Background: an optimization exercise with open tools, aiming at small area, a short achievable clock period and few clock cycles per item. Do not read the settings as production practice.
In this exercise RTL edits were held to simulation tests only and were not proved equivalent to the original.
Power is estimated from default activity; no workload was simulated.

## maple
==> flow/design.v <==
package if_fetch_pkg;
    localparam int unsigned INST_ADDR_W = 32;
    localparam int unsigned INST_W      = 32;
    typedef logic [INST_ADDR_W-1:0] inst_addr_bus_t;
    typedef logic [INST_W-1:0]      inst_bus_t;
    localparam inst_addr_bus_t RESET_PC_DEFAULT = 32'h0000_0000;
endpackage
module if_fetch
#(
    parameter if_fetch_pkg::inst_addr_bus_t RESET_PC = if_fetch_pkg::RESET_PC_DEFAULT
) (
    input  logic           clk,
    input  logic           rst,
    input  logic           stall_in,
    input  logic           branch_flag_in,
    input  if_fetch_pkg::inst_addr_bus_t branch_target_in,
    input  logic           mem_busy_in,
    input  logic           get_inst_in,
    input  if_fetch_pkg::inst_addr_bus_t inst_pc_in,
    input  if_fetch_pkg::inst_bus_t      inst_in,
    output logic           if_req_out,
    output if_fetch_pkg::inst_addr_bus_t addr_if_out,
    output if_fetch_pkg::inst_addr_bus_t pc_out,
    output if_fetch_pkg::inst_bus_t      inst_out,
    output logic           inst_valid_out,
    output logic           if_stall_req_out
);
    logic [31:2] fetch_q;      
    logic [31:2] pc_q;         
    logic [31:0] inst_q;       
    logic        valid_q;
    logic        discard_q;    
    logic        req_q;
    logic        ours_busy_c;  
    logic        hold_c;       
    logic        take_c;       
    assign ours_busy_c = mem_busy_in && !get_inst_in && (inst_pc_in[1:0] == 2'b00);
    assign hold_c      = valid_q && stall_in && !branch_flag_in;
    assign take_c      = get_inst_in && !discard_q && !branch_flag_in && !(valid_q && stall_in);
    always_ff @(posedge clk or posedge rst) begin
        if (rst) begin
            fetch_q   <= RESET_PC[31:2];
            valid_q   <= 1'b0;
            discard_q <= 1'b0;
            req_q     <= 1'b0;
        end else begin
            req_q <= 1'b1;
            if (branch_flag_in) begin
                fetch_q   <= branch_target_in[31:2];
                discard_q <= ours_busy_c;
                valid_q   <= 1'b0;
            end else begin
                if (take_c) fetch_q <= fetch_q + 30'd1;
                if (get_inst_in) discard_q <= 1'b0;
                valid_q <= hold_c || take_c;
            end
        end
    end
    always_ff @(posedge clk) begin
        if (!hold_c) begin
            pc_q   <= fetch_q;
            inst_q <= inst_in;
        end
    end
    assign if_req_out       = req_q;
    assign if_stall_req_out = req_q;
    assign addr_if_out      = {fetch_q, 2'b00};
    assign pc_out           = {pc_q, 2'b00};
    assign inst_out         = inst_q;
    assign inst_valid_out   = valid_q;
endmodule
clock: 7.0 ns
lec_check: 0
cap_margin: 20
core_margin: 2
core_utilization: 40
slew_margin: 20
standard.sh (not shown) runs the stock make flow with config.mk's settings and CLKGATE_MAP_FILE= SYNTH_SCRIPT=/design/flow/synth_recipe.tcl, a recipe that flattens the netlist after the stock synthesis.
==> flow/flow/run.sh <==
#!/bin/bash
set -euo pipefail
bash standard.sh \
  BUFFER_PORTS_ARGS="-buffer_cell sky130_fd_sc_hd__buf_1" \
  finish > standard_flow.log 2>&1
Testbench counts of maple, summed over its fixed seeds: cycles 202,670, insts 34,194.
> inputs changed (maple -> ember)
- SETUP_SLACK_MARGIN newly set to 5
Findings:
- maple closes out successfully: all stages finished, all timing, DRC and antenna checks passed.
- ember: full flow OK, the timing, DRC and antenna checks passed
- Count of cell types in the netlist: ember vs maple identical
- Largest net degree at the start of global routing was higher in maple than in ember.
- Diff maple -> ember | power | increase of about 3.7%
- Fmax: ember above maple
- Number of global-route vias before repair for ember is higher than for maple.
- [compare] base=maple new=ember: cell area went up 27%, non-clock buffer count picked up an extra 47%, global-route usage over all layers increased 5.3 points.
- Relative contribution of the clock network to total power: maple and ember compared, higher one is maple
- Delta(path length in cells of the critical path, ember - maple) > 0


== JK ==
RTL: the design.v shown in full above, as it stands there.
export LEC_CHECK = 0
export CAP_MARGIN = 20
export CORE_MARGIN = 2
export CORE_UTILIZATION = 40
export SLEW_MARGIN = 20
create_clock -name core_clock -period 7.0 [get_ports {clk}]
run.sh (not shown) runs the stock make flow with config.mk's settings and CLKGATE_MAP_FILE= SYNTH_SCRIPT=/design/flow/synth_recipe.tcl, a recipe that flattens the netlist after the stock synthesis.
Stock flow here: none of the scripts above is used.
JK went all the way through the flow, and no timing, DRC or antenna check failed.
Testbench counts of JK, summed over its fixed seeds: cycles 202,670, insts 34,194.
Modified inputs, MS compared to JK
Settings: setting ABC_CLOCK_PERIOD_IN_PS to 1500 for the first time; setting SETUP_SLACK_MARGIN to 4.5 for the first time.
==> flow/flow/run.sh (new file) <==
#!/bin/bash
set -euo pipefail
bash standard.sh \
  BUFFER_PORTS_ARGS="-buffer_cell sky130_fd_sc_hd__buf_1" \
  finish > standard_flow.log 2>&1
==> flow/standard.sh (new file) <==
#!/bin/bash
# synth_recipe.tcl (not shown) runs the flow's synth.tcl, then flattens the netlist and writes it again
# the make line also repeats each setting of config.mk as NAME=value (left out here)
make -C /OpenROAD-flow-scripts/flow DESIGN_CONFIG=/design/flow/config.mk WORK_HOME=/design/flow/orfs CLKGATE_MAP_FILE= SYNTH_SCRIPT=/design/flow/synth_recipe.tcl "${@:-finish}"
removed: flow/run.sh
Looking only at longest individual stage delay on the worst path, and setting everything else aside, the lower value of JK and MS goes to MS. Fraction of area in non-clock buffers, JK and MS: larger value in JK. In the tables for JK and MS, aggregate global-route resource usage reads lower with MS. Cmp JK and MS / share of cells above drive strength 1 / higher: MS. MS vs JK, end point of the critical path: inst_valid_out vs fetch_q[11]. Between JK and MS, worst-margin pin slew is lower for MS, JK comes in above that. Min switching power summed over all nets across JK and MS: JK. Utilization JK -> MS: down.
#### Input delta (AL over MS)
Settings: removing ABC_CLOCK_PERIOD_IN_PS (formerly 1500).
--- outcome ---
Average cell area after synthesis came out exactly the same in AL and MS.
AL | status: complete | timing, DRC, antenna: pass
From MS to AL, worst setup margin did not move at all.
Proportion of synthesized area in mux cells came out exactly the same in AL and MS.

-- port drivers added, routing unchanged --
The results above use ideal ports. As a check the final layouts listed here were re-extracted and re-timed, cells and wires unchanged. Step 1 assumes that a clkbuf_16 drives the clock port and a buf_2 every other input. Step 2, shift: input delay + t, output delay - t, t = (earliest + latest rising clock arrival at the registers) / 2. This alone moves slack from input paths to output paths. a / b / c = no drivers / after step 1 / after step 2; a / b = the first two.
| run | shift t [ns] | slack for setup (ns) | worst setup path after step 2 | worst data-port slew with drivers (ns) | cell pins on the clock port's net |
|---|---|---|---|---|---|
| maple | 0.381 | 3.411 / 3.418 / 3.037 | input to register | 0.05 | 1 |
| ember | 0.385 | 4.574 / 4.569 / 4.184 | input to register | 0.05 | 1 |
| JK | 0.383 | 3.016 / 3.008 / 2.625 | input to register | 0.06 | 1 |
| MS | 0.392 | 4.451 / 4.417 / 4.119 | input to register | 0.05 | 1 |
| AL | 0.392 | 4.451 / 4.417 / 4.119 | input to register | 0.05 | 1 |
After both steps every run listed still meets setup and hold. The setup slack of JK, which loses most, moves by -0.008 ns with the drivers and by -0.391 ns with both steps.
